Background: an optimization exercise with open tools, aiming at small area. Do not read the settings as production practice. Where RTL was checked, it was by simulation tests only, not by an equivalence proof against the original. The RTL of run 7 was laid out without a check of its function. Power and IR drop assume default switching activity.

==> design.v <==
package cachePkg;
    typedef logic [31:0] word_t;
    typedef logic [31:0] addr_t;
    typedef logic [25:0] tag_t;    
    typedef logic [2:0] index_t;   
    typedef struct packed {
        logic ren;
        logic wen;
        addr_t addr;
        word_t store;
    } cpuReq_t;
    typedef struct packed {
        logic hit;       
        word_t load;
    } cpuResp_t;
    typedef struct packed {
        logic ren;
        logic wen;
        addr_t addr;
        word_t store;
    } memReq_t;
    typedef struct packed {
        logic busy;      
        word_t load;
    } memResp_t;
    typedef enum logic [2:0] {
        compareTag,
        writeBack0,
        writeBack1,
        allocate0,
        allocate1
    } ctrlState_t;
endpackage
`timescale 1ns/1ns
module dcache (
    input  logic        CLK,
    input  logic        nRST,
    input  logic        cpu_ren,
    input  logic        cpu_wen,
    input  logic [31:0] cpu_addr,
    input  logic [31:0] cpu_store,
    output logic        cpu_hit,
    output logic [31:0] cpu_load,
    output logic        mem_ren,
    output logic        mem_wen,
    output logic [31:0] mem_addr,
    output logic [31:0] mem_store,
    input  logic        mem_busy,
    input  logic [31:0] mem_load
);
    localparam logic [3:0] S_CMP = 4'd0;    
    localparam logic [3:0] S_VIC = 4'd1;    
    localparam logic [3:0] S_WB0 = 4'd2;    
    localparam logic [3:0] S_WBW = 4'd3;    
    localparam logic [3:0] S_WB1 = 4'd4;    
    localparam logic [3:0] S_RD0 = 4'd5;    
    localparam logic [3:0] S_FW0 = 4'd6;    
    localparam logic [3:0] S_RD1 = 4'd7;    
    localparam logic [3:0] S_FW1 = 4'd8;    
    logic [3:0]  state;
    logic [4:0]  t;
    logic        seen;       
    logic        vway;       
    logic        wbWord;     
    logic [25:0] vtag;       
    logic [31:0] buffer;     
    logic [25:0] tags  [16];
    logic [15:0] valid;
    logic [15:0] dirty;
    logic [7:0]  lru;
    logic [31:0] words [32];
    logic [25:0] reqTag;
    logic [2:0]  reqIndex;
    logic        reqWord;
    logic        request;
    assign reqTag = cpu_addr[31:6];
    assign reqIndex = cpu_addr[5:3];
    assign reqWord = cpu_addr[2];
    assign request = cpu_ren || cpu_wen;
    logic [25:0] tagOut;
    logic        validOut;
    logic        dirtyOut;
    logic        lruOut;
    logic [31:0] wordOut;
    assign tagOut = tags[15];
    assign validOut = valid[15];
    assign dirtyOut = dirty[15];
    assign lruOut = lru[7];
    assign wordOut = words[31];
    logic setHere;       
    logic victimHere;    
    logic fill;
    logic lineMatch;
    logic hit;
    logic fillOther;
    logic writeData;
    logic [31:0] newWord;
    assign setHere = (t[2:0] == reqIndex);
    assign victimHere = setHere && (t[3] == vway);
    assign fillOther = (state == S_FW0) && victimHere && (t[4] != reqWord);
    assign fill = (state == S_FW1) && victimHere && (t[4] == reqWord);
    assign lineMatch = fill || (validOut && (tagOut == reqTag));
    assign hit = request && setHere && lineMatch && (t[4] == reqWord);
    assign writeData = fillOther || fill || (hit && cpu_wen);
    assign newWord = !writeData ? wordOut
                   : (cpu_wen && !fillOther) ? cpu_store : buffer;
    assign cpu_hit = hit;
    assign cpu_load = newWord;
    always_ff @(posedge CLK) begin
        words[0] <= newWord;
        for (int i = 1; i < 32; i++) words[i] <= words[i-1];
        tags[0] <= fill ? reqTag : tagOut;
        for (int i = 1; i < 16; i++) tags[i] <= tags[i-1];
        dirty <= {dirty[14:0], (hit && cpu_wen) || (!fill && dirtyOut)};
    end
    always_ff @(posedge CLK, negedge nRST) begin
        if (!nRST) begin
            valid <= '0;
            lru <= '0;
        end else begin
            valid <= {valid[14:0], fill || validOut};
            lru <= {lru[6:0], hit ? !t[3] : lruOut};
        end
    end
    logic memDone;
    assign memDone = !mem_busy;
    always_ff @(posedge CLK, negedge nRST) begin
        if (!nRST) begin
            state <= S_CMP;
            t <= '0;
            seen <= 1'b0;
            vway <= 1'b0;
            wbWord <= 1'b0;
        end else begin
            t <= t + 5'd1;
            seen <= 1'b0;
            case (state)
                S_CMP: begin
                    if (request) begin
                        seen <= setHere ? !lineMatch && !seen : seen;
                        if (setHere && !lineMatch && seen) begin
                            state <= S_VIC;
                            vway <= lruOut;
                        end
                    end
                end
                S_VIC: begin
                    if (victimHere) begin
                        state <= (validOut && dirtyOut) ? S_WB0 : S_RD0;
                        wbWord <= t[4];
                    end
                end
                S_WB0: begin
                    if (memDone) state <= (victimHere && t[4] != wbWord) ? S_WB1 : S_WBW;
                end
                S_WBW: begin
                    if (victimHere && t[4] != wbWord) state <= S_WB1;
                end
                S_WB1: begin
                    if (memDone) state <= S_RD0;
                end
                S_RD0: begin
                    if (memDone) state <= S_FW0;
                end
                S_FW0: begin
                    if (fillOther) state <= memDone ? S_FW1 : S_RD1;
                end
                S_RD1: begin
                    if (memDone) state <= S_FW1;
                end
                S_FW1: begin
                    if (fill) state <= S_CMP;
                end
                default: state <= S_CMP;
            endcase
        end
    end
    always_ff @(posedge CLK) begin
        if (state == S_VIC && victimHere) begin
            vtag <= tagOut;
        end
        if ((state == S_VIC && victimHere)
            || ((state == S_WBW || (state == S_WB0 && memDone)) && victimHere && t[4] != wbWord)) begin
            buffer <= wordOut;
        end else if ((state == S_RD0 || state == S_RD1 || fillOther) && memDone) begin
            buffer <= mem_load;
        end
    end
    logic writeBack;
    assign writeBack = (state == S_WB0) || (state == S_WB1);
    assign mem_wen = writeBack;
    assign mem_ren = (state == S_RD0) || (state == S_RD1) || fillOther;
    assign mem_addr = {writeBack ? vtag : reqTag, reqIndex,
                       writeBack ? (wbWord ^ (state == S_WB1)) : (reqWord ^ (state == S_RD0)),
                       2'b00};
    assign mem_store = buffer;
endmodule
==> run.sh <==
#!/bin/bash
# synth_recipe.tcl (not shown) runs the flow's synth.tcl, then flattens the netlist and writes it again
# the make line also repeats each setting of config.mk as NAME=value (left out here)
make -C /OpenROAD-flow-scripts/flow DESIGN_CONFIG=/design/flow/config.mk WORK_HOME=/design/flow/orfs CLKGATE_MAP_FILE= SYNTH_SCRIPT=/design/flow/synth_recipe.tcl finish
==> config.mk <==
export PLATFORM = sky130hd
export DESIGN_NAME = dcache
export DESIGN_NICKNAME = dcache
export VERILOG_FILES = /design/flow/design.v
export SDC_FILE = /design/flow/constraint.sdc
export NUM_CORES = 4
export LEC_CHECK = 0
export CAP_MARGIN = 20
export CORE_MARGIN = 2
export CORE_UTILIZATION = 40
export PLACE_DENSITY = 0.6
export SLEW_MARGIN = 20
==> constraint.sdc <==
create_clock -name core_clock -period 10.0 [get_ports {CLK}]
set_input_delay 2.0000 -clock core_clock [delete_from_list [all_inputs] [get_ports {CLK}]]
set_output_delay 2.0000 -clock core_clock [all_outputs]
set_load 0.01 [all_outputs]
==> summary.txt, run 1 <==
CTS tree=done; Setup violations, final=0; dpl ws=2.49 ns; setup TNS=0 ns; commonest cells in the netlist=dfxtp_1 (1456), nand2_1 (91), mux2_2 (78); vias in the first global route=14349; Crit path largest cell delay=0.58 ns; Resized cells post-CTS=0; CTS clk-pin slew, worst paths=0.06 ns; synth top area cells=dfxtp_1 (84%), edfxtp_1 (5.0%), dfrtp_1 (2.6%); CP dominant cell by count=clkdlybuf4s50_1; critical path arrival=5.49 ns; Post-layout nets=2339; Final ANT Viol Nets=0; CP max FO=32; Psw=2.59 mW; vias=13842; Final GP Congestion=0.809; Reg power frac=0.516; Startpoint Class=input port; Port-buffer cells=195; full die area=89300 µm²; worst path buffer plus inverter count=3; CP Capture Type=primary output; syn avg cell area=18.1 µm²; fin worst setup slack=2.51 ns; FP Rows=108; Comb power frac=0.051; actual slew at the worst max-slew pin=1.07 ns; CP Data Required Time=8.00 ns; outcome=no timing/DRC/antenna violations; initial antenna violation count=7; Initial Util=0.402; Die W=299 µm; initial DRC count=569; clk latency of the worst-skew pair=0.71 ns; Synth Flop Type=dfxtp_1; final hold vios=0; Fin Clk Skew=0.0210 ns; Seq/Total Area, Yosys=0.915; Slew HR=0.287; Hold WC Path Type=register to register; vias per inst=3.94; Longest Clk Path Bufs=3; Mapped Area=34800 µm²; grt total ovfl=0; RSZ-0062 raised after global routing=false; I/O pins=200; Final Critical Period=7.49 ns; Final Core Density=0.495; Hold-fix buffers, CTS=0; total CTS buffers=143; yosys warns=3; top cell type's share of synthesized area=0.839; sw frac=0.210; Die H=299 µm; pin count of the biggest net entering global routing=37; max-cap violation count=0; Worst Setup Path Type=input port to primary output; Syn-to-layout area delta=23.3%; fmax=134 MHz; WL/cell=13.9 µm; worst vdd ir=223 µV; count leader, synth=dfxtp_1; # DRC=0; leakage power figure=17.2 nW; clock root cell=clkbuf_16; Synth area leader=dfxtp_1; Worst Hold Margin=0.311 ns; # H-tree levels=4; Clk pwr share=0.433; final wirelength=48900 µm; Cell Int Power=9.75 mW; GRT Total Usage=0.112; share of cells above drive strength 1=0.153; # clock sinks=1550; Post-CTS Setup Inserts=0; async set-reset flop share out of synthesis=0.0232; post-DP HPWL=27600 µm; pwr dens=288 nW/µm²; Slowest-stage cell, CP=clkdlybuf4s50_1; synthesized instance count=1922; Final Slew Violations=0; crit-path cells=clkdlybuf4s50_1 > xor2_1 > nor4_1 > nand4_1 > o32a_2 > buf_4 > mux2_2 > clkdlybuf4s50_1; Unique masters post-synth=51; 1st-pass router iterations=4; first-pass GRT wire length=77200 µm; EDFF count, synth=58; Top delay family on crit path=buffers and inverters; #FFs+latches synth=1550; total core area=86500 µm²; Final Cycle Share=0.749
## layer usage
layer | global-route usage | vias up | share of wire
li1 | - | 6811 | -
met1 | 0.154 | 6623 | 0.50
met2 | 0.152 | 291 | 0.41
met3 | 0.0368 | 117 | 0.054
met4 | 0.0667 | 0 | 0.036
met5 | 0 | - | 0
## worst paths after layout
| path | endpoint | startpoint | slack (ns) | cells past startpoint |
|---|---|---|---|---|
| worst max-delay path | cpu_load[0] | cpu_addr[10] | 2.51 | 8 |
| worst min-delay path | words[4][3]$_DFF_P_ | words[3][3]$_DFF_P_ | 0.31 | 0 |
| worst max register to register | buffer[11]$_DFFE_PP_ | t[0]$_DFF_PN0_ | 6.93 | 4 |
| worst min register to register | words[4][3]$_DFF_P_ | words[3][3]$_DFF_P_ | 0.31 | 0 |
| max in group asynchronous | t[3]$_DFF_PN0_ | nRST | 8.11 | 1 |
| min in group asynchronous | valid[0]$_DFF_PN0_ | nRST | 1.39 | 1 |
## logic make-up (layout without fill, tap and decap cells)
family	after synthesis	after routing	share of synthesized area
AOI/OAI and AO/OA	23	23	0.00482
xor gates and xnor gates	37	37	0.00976
adders and majority gates	1	1	0.000360
buffers and inverters	35	464	0.00590
DFF	1550	1550	0.915
muxes	129	129	0.0450
other	1	8	0.000108
and+or+nand+nor	146	146	0.0193
## sequential cells by signal, indices dropped and copies added, names as in the netlist, 5 cells and up
signal and cells:
vtag 26, lru 8, tags 416, buffer 32, dirty 16, t 5, valid 16, words 1024
## worst reg2reg max path, cell delays in order (launching register included)
cell and delay (ns):
dfrtp_1 0.42, xnor2_1 0.28, and4_4 0.33, and4b_4 0.75
a21o_2 0.90
## per-stage QoR
| step | cells | instance area (µm²) | power, mW |
|---|---|---|---|
| finish | 3513 | 42800 | 12.3 |
| global route | 3511 | 42800 | 12.8 |
| CTS | 3506 | 42800 | 12.5 |
| detailed placement | 3246 | 38000 | 7.12 |
| global placement | 3246 | 38000 | 7.11 |
| floorplan | 1923 | 34800 | 6.79 |
## layout make-up
type / instances / area [µm²]
clock buffers: 207 / 4220
fillers: 7174 / 43600
well taps: 1155 / 1450
multi-input cells: 338 / 2770
diodes: 6 / 15.0
clock inverters: 53 / 579
flip-flops and latches: 1550 / 31800
repair buffers: 200 / 2000
inverters: 4 / 15.0
## power groups by stage
stage                     logic (mW)  clock network [mW]  registers, mW
after detailed placement       0.625                   0           6.50
after CTS                      0.628                5.52           6.36
final                          0.624                5.34           6.36
after floorplan                0.315                   0           6.47
after global routing           0.666                5.78           6.37
after global placement         0.612                   0           6.49
## cell usage in the layout (no fill, tap or decap), types with 28 or more instances in the layout
cell / instances
clkdlybuf4s50_1: 194
dfxtp_1: 1456
clkbuf_1: 28
clkbuf_8: 32
clkbuf_16: 147
edfxtp_1: 58
nand2_1: 90
dfrtp_1: 36
mux2_2: 78
mux2_4: 30
==> run 2, diff against run 1 <==
--- a/config.mk
+++ b/config.mk
@@ -6,7 +6,10 @@
 export NUM_CORES = 4
 export LEC_CHECK = 0
+export ABC_AREA = 1
 export CAP_MARGIN = 20
 export CORE_MARGIN = 2
-export CORE_UTILIZATION = 40
-export PLACE_DENSITY = 0.6
+export CORE_UTILIZATION = 70
+export CTS_BUF_LIST = sky130_fd_sc_hd__clkbuf_4 sky130_fd_sc_hd__clkbuf_8
+export CTS_CLUSTER_DIAMETER = 60
+export PLACE_DENSITY = 0.85
 export SLEW_MARGIN = 20
==> summary.txt, run 2 <==
# clock sinks=1550 (unchanged); Resized cells post-CTS=0 (unchanged); Synth area leader=dfxtp_1; Seq/Total Area, Yosys=0.906 (-0.00855); setup TNS=0 ns (unchanged); Port-buffer cells=195 (unchanged); clock root cell=clkbuf_8; I/O pins=200 (unchanged); Post-layout nets=2786 (+19%); Synth Flop Type=dfxtp_1; Finished Layout Cells=3520 (+0.20%); multi-input logic area=2730 µm² (-1.5%); Post-CTS Setup Inserts=0 (unchanged); worst path buffer plus inverter count=3 (unchanged); Fillers=2134 (-70%); Final Slew Violations=0 (unchanged); FP Rows=82 (-24%); Crit path largest cell delay=0.89 ns (+0.31 ns); GRT Total Usage=0.266 (+0.155); post-DP HPWL=35800 µm (+30%); commonest cells in the netlist=dfxtp_1 (1456), nand2_1 (424), inv_1 (86); CTS clk-pin slew, worst paths=0.07 ns (about the same); Setup violations, final=0 (unchanged); Slew HR=0.254 (-0.0332); initial DRC count=1290 (+130%); final hold vios=0 (unchanged); placed cells=3154 (-2.8%); simple-gate area share of the yosys netlist=0.0639 (+0.0446); Syn-to-layout area delta=20.1%; most frequent cells in the layout=dfxtp_1 (1456), nand2_1 (424), clkbuf_8 (253), clkdlybuf4s50_1 (194), inv_1 (86); Longest Clk Path Bufs=3 (unchanged); total core area=49900 µm² (-42%); Unique masters post-synth=34 (-33%); biggest regs=words (1024), tags (416), buffer (32); Final Critical Period=8.24 ns (+0.753 ns); clk latency of the worst-skew pair=0.86 ns (+0.15 ns); outcome=no timing/DRC/antenna violations; actual slew at the worst max-slew pin=1.12 ns (+0.0485 ns); final wirelength=67100 µm (+37%); largest family of logic cells by synthesized area=simple AND/OR/NAND/NOR gates; CP Data Required Time=8.00 ns (about the same); full die area=51900 µm² (-42%); CP dominant cell by count=nand2_1; vias per inst=4.79 (+22%); largest register by flop count=words; critical path arrival=6.24 ns (+0.75 ns); # DRC=0 (unchanged); count leader, synth=dfxtp_1; Startpoint Class=input port; Die H=228 µm (-24%); synth top area cells=dfxtp_1 (83%), edfxtp_1 (5.0%), nand2_1 (4.5%); top cell type's share of synthesized area=0.831 (-0.00784); Final ANT Viol Nets=0 (unchanged); synthesized instance count=2319 (+21%); Hold-fix buffers, CTS=0 (unchanged); Worst Setup Path Type=input port to primary output; hold path cells=0 (unchanged); Top delay family on crit path=simple AND/OR/NAND/NOR gates; crit-path cells=clkdlybuf4s50_1 > inv_1 > nand2_1 > nand2_1 > nor2_1 > nand2_1 > nor2_1 > nand2_1 > o21ai_1 > nand3_2 > nand2_4 > nand2_1 > nand2_1 > clkdlybuf4s50_1; register area=31800 µm² (unchanged); syn avg cell area=15.1 µm² (-16%); CP max FO=34 (+6.3%); WP depth=14 (+6); Mapped Area=35100 µm² (+0.94%); Synth Area in Compound Gates=0.0101 (+0.00527); Final Cycle Share=0.824 (+0.0753); Synth Area in XOR/XNOR=0.00325 (-0.00651); CP Capture Type=primary output; # H-tree levels=4 (unchanged); Fin Clk Skew=0.0619 ns (+0.0409 ns); first-pass GRT wire length=104000 µm (+35%); CTS tree=done; #FFs+latches synth=1550 (unchanged); 1st-pass router iterations=9 (+5); Slowest-stage cell, CP=nand3_2; Post-Place Cell Area=37700 µm² (-0.76%); Final Core Density=0.845 (+0.350); worst vdd ir=210 µV (-6.0%); vias=16858 (+22%); leakage power figure=17.7 nW (+2.9%); total CTS buffers=200 (+40%); fmax=121 MHz (-9.1%); max reg flops=1024 (unchanged); RSZ-0062 raised after global routing=false; initial antenna violation count=6 (-1); vias in the first global route=18491 (+29%); post-route cell area=42100 µm² (-1.6%); Initial Util=0.704 (+0.302); yosys warns=3 (unchanged); commonest non-fill, non-tap cell in the layout=dfxtp_1; WL/cell=19.1 µm (+37%); Hold WC Path Type=register to register; Final GP Congestion=0.849 (+5.0%); pin count of the biggest net entering global routing=58 (+57%); Worst Reg-to-Reg Cells=9 (+5); share of cells above drive strength 1=0.134 (-0.0188); mux contribution to synthesized area=0 (-0.0450); Die W=228 µm (-24%); adder-cell share of the synthesized area=0.000357 (-0.00000336); pwr dens=280 nW/µm² (-2.6%); max-cap violation count=0 (unchanged); EDFF count, synth=58 (unchanged); async set-reset flop share out of synthesis=0.0232 (unchanged); grt total ovfl=0 (unchanged)
run 2: cells by family (layout without fill, tap and decap cells):
| family | Yosys count | in the layout |
|---|---|---|
| buffers and inverters | 131 | 656 |
| XOR/XNOR | 13 | 13 |
| flip-flops | 1550 | 1550 |
| AO/OA/AOI/OAI | 69 | 69 |
| other | 1 | 5 |
| adder cells (fa/ha/maj) | 1 | 1 |
| AND/OR/NAND/NOR | 554 | 554 |
run 2: final cells by class:
type	instances	share of cell area
inverter	89	0.00793
multi-input combinational	639	0.0648
tap	672	0.0200
clock buffer	333	0.0969
clock inverter	30	0.00813
sequential	1550	0.754
timing repair buffer	204	0.0478
antenna	3	0.000178
run 2: through the flow:
step,hold WS (ns),worst slack [ns],power [mW]
2_1_floorplan,0.310,4.77,6.68
4_1_cts,0.299,1.85,11.9
3_5_place_dp,0.312,1.90,7.00
5_1_grt,0.305,1.59,12.2
6_report,0.297,1.76,11.8
3_3_place_gp,0.310,2.02,6.98
run 2: worst paths after layout:
path | start | to | slack (ns)
min in group asynchronous | nRST | t[0]$_DFF_PN0_ | 1.61
hold reg to reg | words[5][5]$_DFF_P_ | words[6][5]$_DFF_P_ | 0.30
setup / recovery | cpu_addr[22] | cpu_load[31] | 1.76
max in group asynchronous | nRST | state[2]$_DFFE_PN0P_ | 8.02
hold / removal | words[5][5]$_DFF_P_ | words[6][5]$_DFF_P_ | 0.30
setup reg to reg | state[2]$_DFFE_PN0P_ | buffer[15]$_DFFE_PP_ | 5.94
run 2: where the power goes:
part / switching, mW / internal [mW] / total (mW) / leakage, nW
logic: 0.318 / 0.255 / 0.573 / 2.66
clock network: 2.24 / 2.69 / 4.94 / 2.35
registers: 0.0302 / 6.27 / 6.30 / 12.7
run 2: routing by layer:
metal,routed length [µm],up-vias,GRT usage,share of wire
met3,3440,181,0.0673,0.051
met5,0,-,0,0
met1,27900,8122,0.331,0.42
met4,2450,0,0.123,0.037
met2,33300,581,0.443,0.50
li1,-,7974,-,-
run 2: worst register-to-register path, stage by stage (launching register included):
cell and delay [ns]:
dfrtp_1 0.41, nor2_1 0.25, inv_1 0.11, nor3_1 0.45
nand2_1 0.24, nand2_2 0.73, inv_1 0.48, buf_4 0.38
nand2_1 0.13, buf_4 0.50
==> run 3, diff against run 2 <==
--- a/config.mk
+++ b/config.mk
@@ -9,7 +9,7 @@
 export CAP_MARGIN = 20
 export CORE_MARGIN = 2
-export CORE_UTILIZATION = 70
-export CTS_BUF_LIST = sky130_fd_sc_hd__clkbuf_4 sky130_fd_sc_hd__clkbuf_8
-export CTS_CLUSTER_DIAMETER = 60
-export PLACE_DENSITY = 0.85
+export CORE_UTILIZATION = 60
+export CTS_BUF_LIST = sky130_fd_sc_hd__clkbuf_8
+export CTS_CLUSTER_SIZE = 30
+export PLACE_DENSITY = 0.75
 export SLEW_MARGIN = 20
==> summary.txt, run 3 <==
outcome=no timing/DRC/antenna violations; met3 WL=3100 µm (-9.8%); placed cells=3246 (+2.9%); Hold Crit Start=words[19][24]$_DFF_P_; total core area=57800 µm² (+16%); fmax=130 MHz (+7.4%); vias per inst=4.50 (-6.0%); full die area=60400 µm² (+16%); top cell type's share of synthesized area=0.831 (unchanged); 1st-pass router iterations=6 (-3); Endpoint, Worst Hold=words[20][24]$_DFF_P_; post-DP HPWL=31500 µm (-12%); pin count of the biggest net entering global routing=58 (unchanged); Reg power frac=0.544 (+0.010); critical path arrival=5.67 ns (-0.57 ns); Setup violations, final=0 (unchanged); initial DRC count=979 (-24%); CP Capture Type=primary output; vias in the first global route=17119 (-7.4%); CP max FO=35 (+2.9%); Synth area leader=dfxtp_1; share of cells above drive strength 1=0.113 (-0.0210); CP Data Required Time=8.00 ns (about the same); sw frac=0.219 (-0.000807); clock root cell=clkbuf_8; Final ANT Viol Nets=0 (unchanged); Post-CTS Setup Inserts=0 (unchanged); Startpoint Class=input port; first-pass GRT wire length=89000 µm (-14%); CP startpoint=cpu_addr[5]; top layer in use=met5; synthesized instance count=2319 (unchanged); Mapped Area=35100 µm² (unchanged); Psw=2.53 mW (-2.3%); I/O pins=200 (unchanged); GRT Total Usage=0.193 (-0.0732); commonest non-fill, non-tap cell in the layout=dfxtp_1; Post-Place Cell Area=37800 µm² (+0.28%); register area=31800 µm² (unchanged); max-cap violation count=0 (unchanged); Final Core Density=0.730 (-0.115); synth top area cells=dfxtp_1 (83%), edfxtp_1 (5.0%), nand2_1 (4.5%); WL/cell=15.6 µm (-18%); Finished Layout Cells=3630 (+3.1%); Final Critical Period=7.67 ns (-0.571 ns); dpl ws=2.39 ns (+0.489 ns); Synth Area in Compound Gates=0.0101 (unchanged); Unique masters post-synth=34 (unchanged); Worst Setup Path Type=input port to primary output; Port-buffer cells=195 (unchanged); mux contribution to synthesized area=0 (unchanged); post-route cell area=42200 µm² (+0.13%); pwr dens=274 nW/µm² (-2.1%); syn avg cell area=15.1 µm² (unchanged); #FFs+latches synth=1550 (unchanged); RR Endpoint=buffer[18]$_DFFE_PP_; Fin Clk Skew=0.0478 ns (-0.0141 ns); Clk pwr share=0.408 (-0.010); CTS clk-pin slew, worst paths=0.06 ns (about the same); # H-tree levels=4 (unchanged); Final Slew Violations=0 (unchanged); Final Cycle Share=0.767 (-0.0571); yosys warns=3 (unchanged); R2R Path Start=state[2]$_DFFE_PN0P_; Fillers=3405 (+60%); FP Rows=88 (+7.3%); async set-reset flop share out of synthesis=0.0232 (unchanged); actual slew at the worst max-slew pin=0.952 ns (-0.165 ns); EDFF count, synth=58 (unchanged); # DRC=0 (unchanged); initial antenna violation count=6 (unchanged); Longest Clk Path Bufs=3 (unchanged); largest register by flop count=words; simple-gate area share of the yosys netlist=0.0639 (unchanged); Reg2Reg Setup Slack=6.38 ns (+0.44 ns); final hold vios=0 (unchanged); DR WL met2=25900 µm (-22%); Seq/Total Area, Yosys=0.906 (unchanged); grt total ovfl=0 (unchanged); Hold-fix buffers, CTS=0 (unchanged); leakage power figure=17.9 nW (+0.98%); Die H=246 µm (+7.9%); commonest cells in the netlist=dfxtp_1 (1456), nand2_1 (424), inv_1 (86); most frequent cells in the layout=dfxtp_1 (1456), nand2_1 (424), clkbuf_8 (274), clkdlybuf4s50_1 (193), inv_1 (161); setup TNS=0 ns (unchanged); Worst Hold Margin=0.288 ns (-0.00922 ns); Comb power frac=0.048 (about the same); max reg flops=1024 (unchanged); clk latency of the worst-skew pair=0.83 ns (-0.03 ns); total power draw=11.6 mW (-2.0%); Slew HR=0.365 (+0.111); largest family of logic cells by synthesized area=simple AND/OR/NAND/NOR gates; hold path cells=0 (unchanged); Final GP Congestion=0.856 (+0.80%); CTS tree=done; worst vdd ir=173 µV (-17%); Synth Area in XOR/XNOR=0.00325 (unchanged); vias=16341 (-3.1%); final wirelength=56700 µm (-15%); Syn-to-layout area delta=20.3%; Initial Util=0.607 (-0.0967); adder-cell share of the synthesized area=0.000357 (unchanged); total CTS buffers=205 (+2.5%); Worst Reg-to-Reg Cells=9 (unchanged); biggest regs=words (1024), tags (416), buffer (32); multi-input logic area=2730 µm² (unchanged); fin worst setup slack=2.33 ns (+0.571 ns); count leader, synth=dfxtp_1; # clock sinks=1550 (unchanged); Hold WC Path Type=register to register; DRT met1 WL=26000 µm (-6.5%); Resized cells post-CTS=0 (unchanged); Post-layout nets=2790 (+0.14%); RSZ-0062 raised after global routing=false; Synth Flop Type=dfxtp_1; Die W=246 µm (+7.9%); Cell Int Power=9.05 mW (-1.9%)
[run 3: cell counts after synthesis]
No cell type changed its count.
[run 3: layout make-up]
class                   count  area share
clock buffers             274      0.0894
repair buffers            203      0.0474
well taps                 765      0.0227
multi-input cells         639      0.0647
inverters                  89     0.00792
flip-flops and latches   1550       0.753
diodes                      4    0.000237
clock inverters           106      0.0143
[run 3: routing by layer]
| metal | vias up | GRT usage |
|---|---|---|
| met5 | - | 0 |
| met4 | 4 | 0.0982 |
| met3 | 134 | 0.0524 |
| met2 | 511 | 0.294 |
| met1 | 7696 | 0.256 |
| li1 | 7996 | - |
[run 3: how the worst max path moves through the flow]
stage	to	slack, ns	cells past startpoint
2_1_floorplan	cpu_load[10]	4.77	12
3_3_place_gp	cpu_load[0]	2.41	13
3_5_place_dp	cpu_load[31]	2.39	13
4_1_cts	cpu_load[31]	2.38	13
5_1_grt	cpu_load[31]	2.17	13
6_report	cpu_load[0]	2.33	13
[run 3: worst max-delay path: stages]
cell and delay (ns):
clkdlybuf4s50_1 0.55, xnor2_1 0.14, nand2_1 0.10, nor2_4 0.17, nand2_2 0.09, inv_2 0.10, nand3_4 0.42, and2_1 0.33
buf_4 0.30, nand2_4 0.46, nand2_1 0.11, nand2_1 0.25, clkdlybuf4s50_1 0.60
[run 3: cell families (layout without fill, tap and decap cells)]
| kind of cell | after synthesis | in the layout |
|---|---|---|
| AOI/OAI and AO/OA | 69 | 69 |
| xor gates and xnor gates | 13 | 13 |
| adders and majority gates | 1 | 1 |
| buffers and inverters | 131 | 672 |
| DFF | 1550 | 1550 |
| other | 1 | 6 |
| and+or+nand+nor | 554 | 554 |
[run 3: power by group through the flow]
stage	registers, mW	logic [mW]	clock network (mW)
5_1_grt	6.30	0.599	5.13
6_report	6.30	0.553	4.72
3_5_place_dp	6.44	0.551	0
3_3_place_gp	6.43	0.538	0
4_1_cts	6.30	0.553	4.85
2_1_floorplan	6.44	0.245	0
==> run 4, diff against run 3 <==
==> flow/run.sh (new file) <==
#!/bin/bash
# Standard layout with two changes: port buffers are the smallest buffer,
# and clock tree synthesis adds no dummy loads.
set -euo pipefail
export BUFFER_PORTS_ARGS="-buffer_cell sky130_fd_sc_hd__buf_1"
export CTS_ARGS="-sink_clustering_enable -repair_clock_nets -dont_use_dummy_load"
bash standard.sh finish > standard_flow.log 2>&1
==> standard.sh (new file) <==
#!/bin/bash
# synth_recipe.tcl (not shown) runs the flow's synth.tcl, then flattens the netlist and writes it again
# the make line also repeats each setting of config.mk as NAME=value (left out here)
make -C /OpenROAD-flow-scripts/flow DESIGN_CONFIG=/design/flow/config.mk WORK_HOME=/design/flow/orfs CLKGATE_MAP_FILE= SYNTH_SCRIPT=/design/flow/synth_recipe.tcl "${@:-finish}"
==> config.mk (replaced) <==
export PLATFORM = sky130hd
export DESIGN_NAME = dcache
export DESIGN_NICKNAME = dcache
export VERILOG_FILES = /design/flow/design.v
export SDC_FILE = /design/flow/constraint.sdc
export NUM_CORES = 4
export LEC_CHECK = 0
export CAP_MARGIN = 20
export CORE_MARGIN = 2
export CORE_UTILIZATION = 40
export PLACE_DENSITY = 0.6
export SLEW_MARGIN = 20
removed: run.sh
==> summary.txt, run 4 <==
outcome=no timing/DRC/antenna violations; Crit path largest cell delay=0.83 ns (+0.23 ns); Final GP Congestion=0.847 (-1.0%); actual slew at the worst max-slew pin=1.09 ns (+0.140 ns); Synth Flop Type=dfxtp_1; CP Capture Type=primary output; Final Slew Violations=0 (unchanged); syn avg cell area=18.1 µm² (+20%); critical path arrival=4.77 ns (-0.90 ns); Final Critical Period=6.77 ns (-0.905 ns); mux contribution to synthesized area=0.0450 (+0.0450); #FFs+latches synth=1550 (unchanged); most frequent cells in the layout=dfxtp_1 (1456), buf_1 (194), clkbuf_16 (145), nand2_1 (90), mux2_2 (78); full die area=89300 µm² (+48%); pin count of the biggest net entering global routing=37 (-36%); max reg flops=1024 (unchanged); Unique masters post-synth=51 (+50%); crit-path cells=buf_1 > xnor2_1 > and4_4 > nand3_1 > nand2_2 > mux2_2 > mux2_2 > buf_1; CP max FO=32 (-8.6%); Slowest-stage cell, CP=nand2_2; Post-layout nets=2340 (-16%); grt total ovfl=0 (unchanged); RSZ-0062 raised after global routing=false; Synth Area in Compound Gates=0.00482 (-0.00527); Synth area leader=dfxtp_1; Syn-to-layout area delta=16.3%; GRT Total Usage=0.110 (-0.0833); first-pass GRT wire length=75800 µm (-15%); worst vdd ir=153 µV (-12%); setup TNS=0 ns (unchanged); initial DRC count=543 (-45%); Seq/Total Area, Yosys=0.915 (+0.00855); dpl ws=3.18 ns (+0.788 ns); 1st-pass router iterations=4 (-2); vias per inst=4.04 (-10%); Startpoint Class=input port; # H-tree levels=4 (unchanged); FP Rows=108 (+23%); post-route cell area=40400 µm² (-4.2%); CP Data Required Time=8.00 ns (about the same); # DRC=0 (unchanged); Hold WC Path Type=register to register; biggest regs=words (1024), tags (416), buffer (32); Post-CTS Setup Inserts=0 (unchanged); initial antenna violation count=7 (+1); largest family of logic cells by synthesized area=multiplexers; leakage power figure=16.1 nW (-9.9%); Resized cells post-CTS=0 (unchanged); Die H=299 µm (+22%); clock root cell=clkbuf_16; Fin Clk Skew=0.0712 ns (+0.0233 ns); final hold vios=0 (unchanged); Mapped Area=34800 µm² (-0.93%); commonest non-fill, non-tap cell in the layout=dfxtp_1; synth top area cells=dfxtp_1 (84%), edfxtp_1 (5.0%), dfrtp_1 (2.6%); CTS clk-pin slew, worst paths=0.05 ns (about the same); total CTS buffers=145 (-29%); async set-reset flop share out of synthesis=0.0232 (unchanged); final wirelength=47800 µm (-16%); fin worst setup slack=3.23 ns (+0.905 ns); Final ANT Viol Nets=0 (unchanged); adder-cell share of the synthesized area=0.000360 (+0.00000336); Top delay family on crit path=simple AND/OR/NAND/NOR gates; EDFF count, synth=58 (unchanged); Hold-fix buffers, CTS=0 (unchanged); worst path buffer plus inverter count=2 (-2); fmax=148 MHz (+13%); clk latency of the worst-skew pair=0.73 ns (-0.10 ns); commonest cells in the netlist=dfxtp_1 (1456), nand2_1 (91), mux2_2 (78); Worst Setup Path Type=input port to primary output; WL/cell=14.1 µm (-9.9%); top cell type's share of synthesized area=0.839 (+0.00784); Die W=299 µm (+22%); yosys warns=3 (unchanged); Port-buffer cells=195 (unchanged); largest register by flop count=words; post-DP HPWL=27300 µm (-13%); simple-gate area share of the yosys netlist=0.0193 (-0.0446); Setup violations, final=0 (unchanged); Initial Util=0.402 (-0.205); Synth Area in XOR/XNOR=0.00976 (+0.00651); vias in the first global route=14228 (-17%); share of cells above drive strength 1=0.122 (+0.00840); Longest Clk Path Bufs=3 (unchanged); synthesized instance count=1922 (-17%); Fillers=7380 (+120%); total core area=86500 µm² (+50%); count leader, synth=dfxtp_1; Post-Place Cell Area=36800 µm² (-2.7%); vias=13692 (-16%); I/O pins=200 (unchanged); # clock sinks=1550 (unchanged); CTS tree=done; Slew HR=0.269 (-0.0962); max-cap violation count=0 (unchanged); Final Core Density=0.467 (-0.263); Final Cycle Share=0.677 (-0.0905); pwr dens=280 nW/µm² (+2.1%)
## run 4: cell count changes after synthesis, sizes merged, moves of 4 or more
cell and delta:
nor2 -22, nand3 -74, inv -85, buf -8, nand4 +4, nor4 +5
mux2 +127, xor2 +7, nand2 -336, o21ai -58, xnor2 +17, nor2b +4
## run 4: layout make-up
class | instances | area (µm²) | share of cell area
Clock buffer | 145 | 3630 | 0.0898
Multi-Input combinational cell | 338 | 2770 | 0.0686
Sequential cell | 1550 | 31800 | 0.787
Antenna cell | 2 | 5.00 | 0.000124
Timing Repair Buffer | 199 | 763 | 0.0189
Tap cell | 1155 | 1450 | 0.0358
Inverter | 4 | 15.0 | 0.000371
## run 4: power by group
| part | switching, mW | internal (mW) | leakage, nW |
|---|---|---|---|
| clock | 1.95 | 2.54 | 1.79 |
| combinational | 0.310 | 0.165 | 1.51 |
| sequential | 0.0623 | 6.31 | 12.8 |
| total | 2.32 | 9.01 | 16.1 |
## run 4: path summary, 6_finish.rpt
kind | startpoint | to | slack, ns | cells after the start
max in group asynchronous | nRST | t[3]$_DFF_PN0_ | 8.00 | 1
worst min-delay path | tags[13][25]$_DFF_P_ | tags[14][25]$_DFF_P_ | 0.27 | 0
min in group asynchronous | nRST | state[3]$_DFFE_PN0P_ | 1.43 | 1
worst min register to register | tags[13][25]$_DFF_P_ | tags[14][25]$_DFF_P_ | 0.27 | 0
worst max-delay path | cpu_addr[4] | cpu_load[0] | 3.23 | 8
worst max register to register | state[2]$_DFFE_PN0P_ | words[0][0]$_DFF_P_ | 6.75 | 5
## run 4: through the flow
step	hold WS [ns]	instances	total power, mW
2_1_floorplan	0.310	1923	6.79
3_3_place_gp	0.309	3246	6.96
3_5_place_dp	0.312	3246	6.98
4_1_cts	0.269	3391	11.5
5_1_grt	0.273	3392	11.8
6_report	0.268	3393	11.3
## run 4: cell families (layout without fill, tap and decap cells)
kind of cell	after synthesis	in the layout
multiplexers	129	129
AO/OA/AOI/OAI	23	23
XOR/XNOR	37	37
other	1	4
AND/OR/NAND/NOR	146	146
buffers and inverters	35	348
adder cells (fa/ha/maj)	1	1
flip-flops	1550	1550
## run 4: metal layers
metal,up-vias,share of wire,GRT usage
met1,6559,0.49,0.149
met3,150,0.052,0.0348
met2,297,0.41,0.152
li1,6682,-,-
met4,4,0.044,0.0680
met5,-,0.00048,0
==> run 5, diff against run 4 <==
==> flow/run.sh (replaced) <==
#!/bin/bash
# Standard layout with two changes: port buffers are the smallest buffer,
# and clock tree synthesis adds no dummy loads.
set -euo pipefail
export BUFFER_PORTS_ARGS="-buffer_cell sky130_fd_sc_hd__buf_1"
export CTS_ARGS="-sink_clustering_enable -repair_clock_nets -dont_use_dummy_load -buf_list sky130_fd_sc_hd__clkbuf_8 -sink_clustering_size 20 -sink_clustering_max_diameter 60"
bash standard.sh finish > standard_flow.log 2>&1
==> summary.txt, run 5 <==
outcome=no timing/DRC/antenna violations; Final Critical Period=6.75 ns (-0.0113 ns); CP Data Required Time=8.00 ns (about the same); max reg flops=1024 (unchanged); async set-reset flop share out of synthesis=0.0232 (unchanged); largest register by flop count=words; Die H=299 µm (unchanged); actual slew at the worst max-slew pin=1.09 ns (-0.00154 ns); leakage power figure=15.0 nW (-6.8%); RSZ-0062 raised after global routing=false; Mapped Area=34800 µm² (unchanged); CP endpoint=cpu_load[0]; WL/cell=13.7 µm (-2.4%); Syn-to-layout area delta=9.69%; count leader, synth=dfxtp_1; Post-CTS Setup Inserts=0 (unchanged); Resized cells post-CTS=0 (unchanged); grt total ovfl=0 (unchanged); Synth Flop Type=dfxtp_1; GRT Total Usage=0.103 (-0.00642); max-cap violation count=0 (unchanged); Synth area leader=dfxtp_1; Post-layout nets=2291 (-2.1%); clock root cell=clkbuf_8; Fin Clk Skew=0.100 ns (+0.0290 ns); Final ANT Viol Nets=0 (unchanged); vias per inst=3.99 (-1.1%); RR Endpoint=words[0][0]$_DFF_P_; Initial Util=0.402 (unchanged); commonest cells in the netlist=dfxtp_1 (1456), nand2_1 (91), mux2_2 (78); Post-Place Cell Area=36800 µm² (unchanged); Worst Reg-to-Reg Cells=5 (unchanged); Worst Setup Path Type=input port to primary output; worst vdd ir=124 µV (-19%); clk latency of the worst-skew pair=0.73 ns (about the same); total core area=86500 µm² (unchanged); Reg2Reg Setup Slack=6.75 ns (about the same); fmax=148 MHz (+0.17%); register area=31800 µm² (unchanged); Seq/Total Area, Yosys=0.915 (unchanged); first-pass GRT wire length=72600 µm (-4.2%); CTS clk-pin slew, worst paths=0.10 ns (+0.05 ns); Startpoint Class=input port; Setup violations, final=0 (unchanged); pin count of the biggest net entering global routing=37 (unchanged); R2R Path Start=state[2]$_DFFE_PN0P_; EDFF count, synth=58 (unchanged); commonest non-fill, non-tap cell in the layout=dfxtp_1; CTS tree=done; initial antenna violation count=9 (+2); Port-buffer cells=195 (unchanged); I/O pins=200 (unchanged); top cell type's share of synthesized area=0.839 (unchanged); Final Slew Violations=0 (unchanged); Die W=299 µm (unchanged); Fillers=7594 (+2.9%); initial DRC count=550 (+1.3%); 1st-pass router iterations=4 (unchanged); Slew HR=0.270 (+0.00103); multi-input logic area=2770 µm² (unchanged); setup TNS=0 ns (unchanged); post-route cell area=38100 µm² (-5.7%); syn avg cell area=18.1 µm² (unchanged); FP Rows=108 (unchanged); post-DP HPWL=27300 µm (unchanged); full die area=89300 µm² (unchanged); Hold WC Path Type=register to register; final hold vios=0 (unchanged); total CTS buffers=96 (-34%); Unique masters post-synth=51 (unchanged); synthesized instance count=1922 (unchanged); critical path arrival=4.75 ns (-0.02 ns); #FFs+latches synth=1550 (unchanged); Hold-fix buffers, CTS=0 (unchanged); final wirelength=46000 µm (-3.7%); # H-tree levels=3 (-1); pwr dens=245 nW/µm² (-12%); yosys warns=3 (unchanged); share of cells above drive strength 1=0.102 (-0.0197); Longest Clk Path Bufs=3 (unchanged); most frequent cells in the layout=dfxtp_1 (1456), buf_1 (194), clkbuf_8 (96), nand2_1 (90), mux2_2 (78); Final GP Congestion=0.847 (unchanged); synth top area cells=dfxtp_1 (84%), edfxtp_1 (5.0%), dfrtp_1 (2.6%); CP max FO=32 (unchanged); CP Capture Type=primary output; # DRC=0 (unchanged); CP startpoint=cpu_addr[4]; vias=13364 (-2.4%); # clock sinks=1550 (unchanged); biggest regs=words (1024), tags (416), buffer (32); vias in the first global route=13553 (-4.7%); Final Cycle Share=0.675 (-0.00113)
run 5: final cells by class:
| class | count | area share |
|---|---|---|
| repair buffers | 199 | 0.0200 |
| multi-input cells | 338 | 0.0727 |
| flip-flops and latches | 1550 | 0.834 |
| diodes | 5 | 0.000328 |
| well taps | 1155 | 0.0379 |
| clock buffers | 96 | 0.0347 |
| inverters | 4 | 0.000394 |
run 5: critical path: stages:
cell,delay (ns)
buf_1,0.30
xnor2_1,0.23
and4_4,0.32
nand3_1,0.13
nand2_2,0.83
mux2_2,0.42
mux2_2,0.35
buf_1,0.16
run 5: metrics by stage:
step,worst slack [ns],std cells,utilization,total power [mW],hold slack (ns)
2_1_floorplan,4.46,1923,-,6.79,0.310
3_3_place_gp,3.23,3246,0.425,6.96,0.309
3_5_place_dp,3.18,3246,0.425,6.98,0.312
4_1_cts,3.18,3342,0.441,9.50,0.259
5_1_grt,3.06,3346,0.441,9.78,0.257
6_report,3.25,3347,0.441,9.35,0.262
run 5: kinds of logic (layout without fill, tap and decap cells):
kind of cell | count (synthesis) | count (layout) | share of synthesized area
fa+ha+maj | 1 | 1 | 0.000360
compound gates | 23 | 23 | 0.00482
simple gates | 146 | 146 | 0.0193
mux | 129 | 129 | 0.0450
xor+xnor | 37 | 37 | 0.00976
flops | 1550 | 1550 | 0.915
other cells | 1 | 7 | 0.000108
buf+inv | 35 | 299 | 0.00590
run 5: how the worst min path moves through the flow:
| stage | from | end | slack, ns | cells after the start |
|---|---|---|---|---|
| after detailed placement | words[11][5]$_DFF_P_ | words[12][5]$_DFF_P_ | 0.31 | 0 |
| after CTS | words[15][24]$_DFF_P_ | words[16][24]$_DFF_P_ | 0.26 | 0 |
| after global routing | words[8][0]$_DFF_P_ | words[9][0]$_DFF_P_ | 0.26 | 0 |
| after global placement | words[9][0]$_DFF_P_ | words[10][0]$_DFF_P_ | 0.31 | 0 |
| after floorplan | dirty[9]$_DFF_P_ | dirty[10]$_DFF_P_ | 0.31 | 0 |
| final | words[8][0]$_DFF_P_ | words[9][0]$_DFF_P_ | 0.26 | 0 |
run 5: power by group:
part           total [mW]  switching, mW  leakage [nW]  internal [mW]
combinational       0.477          0.311          1.51          0.165
sequential           6.36         0.0622          12.8           6.30
clock                2.52           1.65         0.690          0.864
total                9.35           2.03          15.0           7.33
run 5: metal layers:
layer / wire [µm] / up-vias / track usage
met5: 23 / - / 0
met4: 1690 / 4 / 0.0485
met3: 2580 / 118 / 0.0286
met2: 18700 / 241 / 0.145
met1: 22900 / 6440 / 0.148
li1: - / 6561 / -
==> run 6, diff against run 5 <==
--- a/flow/run.sh
+++ b/flow/run.sh
@@ -1,5 +1,6 @@
 #!/bin/bash
 # Standard layout with two changes: port buffers are the smallest buffer,
-# and clock tree synthesis adds no dummy loads.
+# and clock tree synthesis adds no dummy loads and uses small clusters of
+# clkbuf_8 leaf buffers.
 set -euo pipefail
 export BUFFER_PORTS_ARGS="-buffer_cell sky130_fd_sc_hd__buf_1"
==> summary.txt, run 6 <==
outcome=no timing/DRC/antenna violations; CP Capture Type=primary output; commonest cells in the netlist=dfxtp_1 (1456), nand2_1 (91), mux2_2 (78); CTS tree=done; Finished Layout Cells=3347 (unchanged); CP Data Required Time=8.00 ns (about the same); Post-Place Cell Area=36800 µm² (unchanged); Port-buffer cells=195 (unchanged); Die H=299 µm (unchanged); Worst Setup Path Type=input port to primary output; Setup violations, final=0 (unchanged); top cell type's share of synthesized area=0.839 (unchanged); # DRC=0 (unchanged); worst vdd ir=124 µV (unchanged); post-route cell area=38100 µm² (unchanged); Longest Clk Path Bufs=3 (unchanged); worst path buffer plus inverter count=2 (unchanged); yosys warns=3 (unchanged); RSZ-0062 raised after global routing=false; Syn-to-layout area delta=9.69% (unchanged); Reg power frac=0.680 (about the same); commonest non-fill, non-tap cell in the layout=dfxtp_1; first-pass GRT wire length=72600 µm (unchanged); largest register by flop count=words; count leader, synth=dfxtp_1; CP max FO=32 (unchanged); Clk pwr share=0.269 (about the same); pwr dens=245 nW/µm² (unchanged); Post-CTS Setup Inserts=0 (unchanged); Resized cells post-CTS=0 (unchanged); fmax=148 MHz (unchanged); actual slew at the worst max-slew pin=1.09 ns (unchanged); critical path arrival=4.75 ns (about the same); #FFs+latches synth=1550 (unchanged); Post-layout nets=2291 (unchanged); EDFF count, synth=58 (unchanged); full die area=89300 µm² (unchanged); Synth area leader=dfxtp_1; Top delay family on crit path=simple AND/OR/NAND/NOR gates; # clock sinks=1550 (unchanged); Final Critical Period=6.75 ns (unchanged); total CTS buffers=96 (unchanged); biggest regs=words (1024), tags (416), buffer (32); Final Slew Violations=0 (unchanged); Die W=299 µm (unchanged); Psw=2.03 mW (unchanged); Slew HR=0.270 (unchanged); async set-reset flop share out of synthesis=0.0232 (unchanged); I/O pins=200 (unchanged); post-DP HPWL=27300 µm (unchanged); crit-path cells=buf_1 > xnor2_1 > and4_4 > nand3_1 > nand2_2 > mux2_2 > mux2_2 > buf_1; share of cells above drive strength 1=0.102 (unchanged); Unique masters post-synth=51 (unchanged); clock root cell=clkbuf_8; fin worst setup slack=3.25 ns (unchanged); Worst Hold Margin=0.262 ns (unchanged); Startpoint Class=input port; vias in the first global route=13553 (unchanged); Fillers=7594 (unchanged); Fin Clk Skew=0.100 ns (unchanged); Hold WC Path Type=register to register; Final ANT Viol Nets=0 (unchanged); WL/cell=13.7 µm (unchanged); CTS clk-pin slew, worst paths=0.10 ns (about the same); total power draw=9.35 mW (unchanged); Synth Flop Type=dfxtp_1; dpl ws=3.18 ns (unchanged); FP Rows=108 (unchanged); Comb power frac=0.051 (about the same); # H-tree levels=3 (unchanged); initial DRC count=550 (unchanged); Seq/Total Area, Yosys=0.915 (unchanged); setup TNS=0 ns (unchanged); vias=13364 (unchanged); Final Cycle Share=0.675 (unchanged); Final GP Congestion=0.847 (unchanged); synthesized instance count=1922 (unchanged); initial antenna violation count=9 (unchanged); 1st-pass router iterations=4 (unchanged); clk latency of the worst-skew pair=0.73 ns (about the same); sw frac=0.217 (unchanged); max-cap violation count=0 (unchanged); leakage power figure=15.0 nW (unchanged); synth top area cells=dfxtp_1 (84%), edfxtp_1 (5.0%), dfrtp_1 (2.6%); grt total ovfl=0 (unchanged); most frequent cells in the layout=dfxtp_1 (1456), buf_1 (194), clkbuf_8 (96), nand2_1 (90), mux2_2 (78); pin count of the biggest net entering global routing=37 (unchanged); Cell Int Power=7.33 mW (unchanged); GRT Total Usage=0.103 (unchanged); Crit path largest cell delay=0.83 ns (about the same); vias per inst=3.99 (unchanged); Slowest-stage cell, CP=nand2_2; placed cells=3246 (unchanged); final hold vios=0 (unchanged); Initial Util=0.402 (unchanged); Hold-fix buffers, CTS=0 (unchanged); syn avg cell area=18.1 µm² (unchanged); total core area=86500 µm² (unchanged); max reg flops=1024 (unchanged); Mapped Area=34800 µm² (unchanged); final wirelength=46000 µm (unchanged); Final Core Density=0.441 (unchanged)
==> run 6: cell counts in the layout (fill, tap and decap cells not counted) <==
No cell type changed its count.
==> run 6: area by class of cell <==
cell class | instances | area (µm²) | share of cell area
diodes | 5 | 12.5 | 0.000328
clock buffers | 96 | 1320 | 0.0347
inverters | 4 | 15.0 | 0.000394
multi-input cells | 338 | 2770 | 0.0727
flip-flops and latches | 1550 | 31800 | 0.834
well taps | 1155 | 1450 | 0.0379
repair buffers | 199 | 763 | 0.0200
==> run 6: per-layer routing <==
layer	up-vias	GRT usage	share of wire
met2	241	0.145	0.41
met4	4	0.0485	0.037
met3	118	0.0286	0.056
li1	6561	-	-
met5	-	0	0.00050
met1	6440	0.148	0.50
==> run 6: logic make-up after synthesis <==
group / after synthesis / synth area share
XOR/XNOR: 37 / 0.00976
other: 1 / 0.000108
adder cells (fa/ha/maj): 1 / 0.000360
AND/OR/NAND/NOR: 146 / 0.0193
flip-flops: 1550 / 0.915
multiplexers: 129 / 0.0450
AO/OA/AOI/OAI: 23 / 0.00482
buffers and inverters: 35 / 0.00590
==> run 6: path summary, 6_finish.rpt <==
kind                            cells past startpoint                  from                   end  slack, ns
min in group asynchronous                           1                  nRST    valid[2]$_DFF_PN0_       1.40
max in group asynchronous                           1                  nRST  state[3]$_DFFE_PN0P_       7.98
worst max-delay path                                8           cpu_addr[4]           cpu_load[0]       3.25
worst min-delay path                                0   words[8][0]$_DFF_P_   words[9][0]$_DFF_P_       0.26
worst min register to register                      0   words[8][0]$_DFF_P_   words[9][0]$_DFF_P_       0.26
worst max register to register                      5  state[2]$_DFFE_PN0P_   words[0][0]$_DFF_P_       6.75
==> run 6: power by group through the flow <==
stage	registers (mW)	logic [mW]	clock network [mW]
after floorplan	6.47	0.315	0
after global placement	6.49	0.467	0
after detailed placement	6.50	0.480	0
after CTS	6.36	0.482	2.66
after global routing	6.37	0.519	2.89
final	6.36	0.477	2.52
==> run 7, diff against run 6 <==
--- a/design.v
+++ b/design.v
@@ -58,4 +58,5 @@
     localparam logic [3:0] S_RD1 = 4'd7;    
     localparam logic [3:0] S_FW1 = 4'd8;    
+    localparam logic [3:0] S_TAG = 4'd9;    
     logic [3:0]  state;
     logic [4:0]  t;
@@ -63,5 +64,5 @@
     logic        vway;       
     logic        wbWord;     
-    logic [25:0] vtag;       
+    logic [25:0] atag;       
     logic [31:0] buffer;     
     logic [25:0] tags  [16];
@@ -89,4 +90,6 @@
     assign wordOut = words[31];
     logic setHere;       
+    logic tagWrite;      
+    logic [25:0] newTag;
     logic victimHere;    
     logic fill;
@@ -100,9 +103,15 @@
     assign fillOther = (state == S_FW0) && victimHere && (t[4] != reqWord);
     assign fill = (state == S_FW1) && victimHere && (t[4] == reqWord);
+    assign tagWrite = victimHere
+                   && ((state == S_TAG) || (state == S_VIC && !(validOut && dirtyOut)));
+    assign newTag = tagWrite ? reqTag : tagOut;
     assign lineMatch = fill || (validOut && (tagOut == reqTag));
     assign hit = request && setHere && lineMatch && (t[4] == reqWord);
     assign writeData = fillOther || fill || (hit && cpu_wen);
-    assign newWord = !writeData ? wordOut
-                   : (cpu_wen && !fillOther) ? cpu_store : buffer;
+    logic takeStore;
+    assign takeStore = cpu_wen && !fillOther;
+    assign newWord = ({32{!writeData}} & wordOut)
+                   | ({32{writeData && takeStore}} & cpu_store)
+                   | ({32{writeData && !takeStore}} & buffer);
     assign cpu_hit = hit;
     assign cpu_load = newWord;
@@ -110,5 +119,5 @@
         words[0] <= newWord;
         for (int i = 1; i < 32; i++) words[i] <= words[i-1];
-        tags[0] <= fill ? reqTag : tagOut;
+        tags[0] <= newTag;
         for (int i = 1; i < 16; i++) tags[i] <= tags[i-1];
         dirty <= {dirty[14:0], (hit && cpu_wen) || (!fill && dirtyOut)};
@@ -119,5 +128,5 @@
             lru <= '0;
         end else begin
-            valid <= {valid[14:0], fill || validOut};
+            valid <= {valid[14:0], fill || (validOut && !tagWrite)};
             lru <= {lru[6:0], hit ? !t[3] : lruOut};
         end
@@ -130,6 +139,4 @@
             t <= '0;
             seen <= 1'b0;
-            vway <= 1'b0;
-            wbWord <= 1'b0;
         end else begin
             t <= t + 5'd1;
@@ -141,5 +148,4 @@
                         if (setHere && !lineMatch && seen) begin
                             state <= S_VIC;
-                            vway <= lruOut;
                         end
                     end
@@ -148,5 +154,4 @@
                     if (victimHere) begin
                         state <= (validOut && dirtyOut) ? S_WB0 : S_RD0;
-                        wbWord <= t[4];
                     end
                 end
@@ -158,5 +163,8 @@
                 end
                 S_WB1: begin
-                    if (memDone) state <= S_RD0;
+                    if (memDone) state <= S_TAG;
+                end
+                S_TAG: begin
+                    if (victimHere) state <= S_RD0;
                 end
                 S_RD0: begin
@@ -176,13 +184,21 @@
         end
     end
+    logic takeWord;
+    logic takeLoad;
+    assign takeWord = (state == S_VIC && victimHere)
+                   || ((state == S_WBW || (state == S_WB0 && memDone)) && victimHere && t[4] != wbWord);
+    assign takeLoad = (state == S_RD0 || state == S_RD1 || fillOther) && memDone;
     always_ff @(posedge CLK) begin
-        if (state == S_VIC && victimHere) begin
-            vtag <= tagOut;
-        end
-        if ((state == S_VIC && victimHere)
-            || ((state == S_WBW || (state == S_WB0 && memDone)) && victimHere && t[4] != wbWord)) begin
-            buffer <= wordOut;
-        end else if ((state == S_RD0 || state == S_RD1 || fillOther) && memDone) begin
-            buffer <= mem_load;
+        if (state == S_CMP) begin
+            vway <= lruOut;
+        end
+        if (state == S_VIC) begin
+            wbWord <= t[4];
+        end
+        if ((state == S_VIC || state == S_TAG) && victimHere) begin
+            atag <= newTag;
+        end
+        if (takeWord || takeLoad) begin
+            buffer <= ({32{takeWord}} & wordOut) | ({32{!takeWord}} & mem_load);
         end
     end
@@ -191,5 +207,5 @@
     assign mem_wen = writeBack;
     assign mem_ren = (state == S_RD0) || (state == S_RD1) || fillOther;
-    assign mem_addr = {writeBack ? vtag : reqTag, reqIndex,
+    assign mem_addr = {atag, reqIndex,
                        writeBack ? (wbWord ^ (state == S_WB1)) : (reqWord ^ (state == S_RD0)),
                        2'b00};
==> summary.txt, run 7 <==
Final Slew Violations=0 (unchanged); Fin Clk Skew=0.120 ns (+0.0196 ns); Worst Setup Path Type=input port to primary output; Post-layout nets=2223 (-3.0%); Initial Util=0.402 (+0.000415); critical path arrival=4.87 ns (+0.12 ns); Post-Place Cell Area=36200 µm² (-1.5%); Crit path largest cell delay=0.90 ns (+0.07 ns); Synth Area in XOR/XNOR=0.00923 (-0.000522); RR Endpoint=atag[22]$_DFFE_PP_; pin count of the biggest net entering global routing=35 (-5.4%); Die W=296 µm (-0.87%); CTS clk-pin slew, worst paths=0.11 ns (about the same); WL/cell=13.5 µm (-1.9%); share of cells above drive strength 1=0.0731 (-0.0288); full die area=87700 µm² (-1.7%); biggest regs=words (1024), tags (416), buffer (32); vias in the first global route=12799 (-5.6%); met2 Track Usage GR=0.131 (-0.0136); Synth Flop Type=dfxtp_1; worst vdd ir=154 µV (+24%); leakage power figure=14.8 nW (-1.5%); yosys warns=3 (unchanged); Hold WC Path Type=register to register; simple-gate area share of the yosys netlist=0.0107 (-0.00863); mux contribution to synthesized area=0.0207 (-0.0243); 1st-pass router iterations=7 (+3); CTS tree=done; # clock sinks=1550 (unchanged); met1 Track Usage GR=0.148 (-0.000214); Final Core Density=0.443 (+0.00227); largest family of logic cells by synthesized area=compound AO/OA/AOI/OAI gates; worst path buffer plus inverter count=3 (+1); largest register by flop count=words; grt total ovfl=0 (unchanged); Startpoint Class=input port; post-DP HPWL=25800 µm (-5.4%); CP Capture Type=primary output; #FFs+latches synth=1550 (unchanged); CP max FO=22 (-31%); clock root cell=clkbuf_8; total core area=84900 µm² (-1.9%); CP Data Required Time=8.00 ns (about the same); Final GP Congestion=0.772 (-8.8%); synth top area cells=dfxtp_1 (85%), edfxtp_1 (5.3%), dfrtp_1 (2.5%); initial DRC count=606 (+10%); Top delay family on crit path=simple AND/OR/NAND/NOR gates; outcome=no timing/DRC/antenna violations; setup TNS=0 ns (unchanged); most frequent cells in the layout=dfxtp_1 (1456), buf_1 (194), clkbuf_8 (97), edfxtp_1 (60), mux2_2 (38); FP Rows=107 (-0.93%); CP dominant cell by count=buf_1; vias=12912 (-3.4%); vias per inst=3.96 (-0.93%); crit-path cells=buf_1 > xnor2_1 > nand4_1 > nor4_2 > a21oi_1 > nor2_4 > buf_16 > a21o_1 > buf_1; GR Layer Usage met3=0.0293 (+0.000732); Syn-to-layout area delta=10.1%; max-cap violation count=0 (unchanged); Die H=296 µm (-0.87%); R2R Path Start=t[0]$_DFF_PN0_; synthesized instance count=1847 (-3.9%); Port-buffer cells=195 (unchanged); Setup violations, final=0 (unchanged); CP startpoint=cpu_addr[17]; final wirelength=44000 µm (-4.4%); Resized cells post-CTS=0 (unchanged); EDFF count, synth=60 (+3.4%); grt peak-use layer=met1; actual slew at the worst max-slew pin=1.06 ns (-0.0333 ns); Unique masters post-synth=46 (-9.8%); adder-cell share of the synthesized area=0.000366 (+0.00000643); commonest non-fill, non-tap cell in the layout=dfxtp_1; Slew HR=0.289 (+0.0193); Longest Clk Path Bufs=3 (unchanged); Final ANT Viol Nets=0 (unchanged); top cell type's share of synthesized area=0.854 (+0.0150); Fillers=7436 (-2.1%); Hold-fix buffers, CTS=0 (unchanged); clk latency of the worst-skew pair=0.77 ns (+0.04 ns); fmax=146 MHz (-1.6%); Worst Hold Margin=0.225 ns (-0.0371 ns); pwr dens=247 nW/µm² (+0.88%); Seq/Total Area, Yosys=0.931 (+0.0166); Hold Crit Start=tags[2][18]$_DFF_P_; Final Critical Period=6.87 ns (+0.113 ns); CP endpoint=cpu_load[14]; Synth Area in Compound Gates=0.0219 (+0.0171); initial antenna violation count=4 (-5); async set-reset flop share out of synthesis=0.0219 (-0.00129); final hold vios=0 (unchanged); count leader, synth=dfxtp_1; syn avg cell area=18.5 µm² (+2.2%); commonest cells in the netlist=dfxtp_1 (1456), edfxtp_1 (60), mux2_2 (38); # DRC=0 (unchanged); max reg flops=1024 (unchanged); WP depth=9 (+1); RSZ-0062 raised after global routing=false; Mapped Area=34100 µm² (-1.8%); GRT Total Usage=0.0996 (-0.00375); Post-CTS Setup Inserts=0 (unchanged); Final Cycle Share=0.687 (+0.0113); total CTS buffers=97 (+1.0%); # H-tree levels=3 (unchanged); Slowest-stage cell, CP=nor4_2; Worst Reg-to-Reg Cells=6 (+1); I/O pins=200 (unchanged); first-pass GRT wire length=67900 µm (-6.5%); Synth area leader=dfxtp_1; post-route cell area=37600 µm² (-1.3%); Reg2Reg Setup Slack=6.81 ns (+0.06 ns)
[run 7: changes by cell type in the layout (fill, tap and decap cells not counted), sizes merged, moves of 4 or more]
| cell | change |
|---|---|
| nand2 | -79 |
| a22o | +32 |
| mux2 | -66 |
| a21o | +33 |
| xor2 | -8 |
| o21ai | +6 |
| diode | -4 |
| xnor2 | +7 |
| inv | +5 |
| nand3 | +5 |
[run 7: metal layers]
metal | vias up | part of all wire
li1 | 6380 | -
met5 | - | 0
met4 | 0 | 0.029
met2 | 320 | 0.39
met3 | 85 | 0.061
met1 | 6127 | 0.52
[run 7: kinds of logic after synthesis]
group	Yosys count
AO/OA/AOI/OAI	97
flip-flops	1550
XOR/XNOR	36
AND/OR/NAND/NOR	64
adder cells (fa/ha/maj)	1
other	1
multiplexers	63
buffers and inverters	35
[run 7: stage by stage]
| step | std cells | total power, mW | setup slack (ns) |
|---|---|---|---|
| final | 3264 | 9.31 | 3.13 |
| after floorplan | 1848 | 6.78 | 4.39 |
| after global placement | 3164 | 6.89 | 2.89 |
| after CTS | 3262 | 9.44 | 2.79 |
| after global routing | 3264 | 9.71 | 3.04 |
| after detailed placement | 3165 | 6.92 | 2.82 |
[run 7: cell type report]
type | instances | area [µm²] | area share
diodes | 1 | 2.50 | 0.0000665
clock buffers | 97 | 1340 | 0.0355
inverters | 8 | 30.0 | 0.000799
multi-input cells | 263 | 2200 | 0.0584
flip-flops and latches | 1550 | 31800 | 0.846
well taps | 1144 | 1430 | 0.0381
repair buffers | 201 | 811 | 0.0216
[run 7: where the power goes]
part	switching [mW]	internal, mW	leakage, nW
combinational	0.191	0.110	1.34
clock	1.65	0.872	0.697
sequential	0.0821	6.40	12.7
total	1.93	7.38	14.8
[run 7: worst min path at each step]
stage / end / slack [ns] / cells after the start
after floorplan: dirty[10]$_DFF_P_ / 0.31 / 0
after global placement: tags[6][8]$_DFF_P_ / 0.31 / 0
after detailed placement: tags[6][22]$_DFF_P_ / 0.31 / 0
after CTS: tags[3][18]$_DFF_P_ / 0.23 / 0
after global routing: tags[3][18]$_DFF_P_ / 0.21 / 0
final: tags[3][18]$_DFF_P_ / 0.22 / 0

==> static timing again, ports no longer ideal <==
How much do the figures lean on ideal ports? The routed layouts below were timed once more, with nothing changed but the port constraints. Step 1: set_driving_cell puts a clkbuf_16 on CLK and a buf_2 on each other input, an assumption about the parent block. Step 2 adds t to the input delays and takes it off the output delays; t is the mean of the earliest and latest rising clock arrival at the registers after step 1. Input paths then give back, and output paths get back, about the clock's delay inside the block. Slacks: no drivers / after step 1 / after step 2; pairs: no drivers / after step 1.
run	t, ns	setup WS [ns]	worst hold slack (ns)
run 1	0.764	2.512 / 2.487 / 2.487	0.311 / 0.311 / 0.311
run 2	0.889	1.759 / 1.727 / 1.727	0.297 / 0.297 / 0.297
run 3	0.861	2.330 / 2.301 / 2.301	0.288 / 0.288 / 0.288
run 4	0.740	3.235 / 3.213 / 3.213	0.268 / 0.268 / 0.268
run 5	0.734	3.246 / 3.225 / 3.225	0.262 / 0.262 / 0.262
run 6	0.734	3.246 / 3.225 / 3.225	0.262 / 0.262 / 0.262
run 7	0.758	3.133 / 3.104 / 3.104	0.225 / 0.225 / 0.225
After both steps setup and hold are still met in every run listed. The setup slack of run 2, which loses most, moves by -0.032 ns with the drivers and by -0.032 ns with both steps.
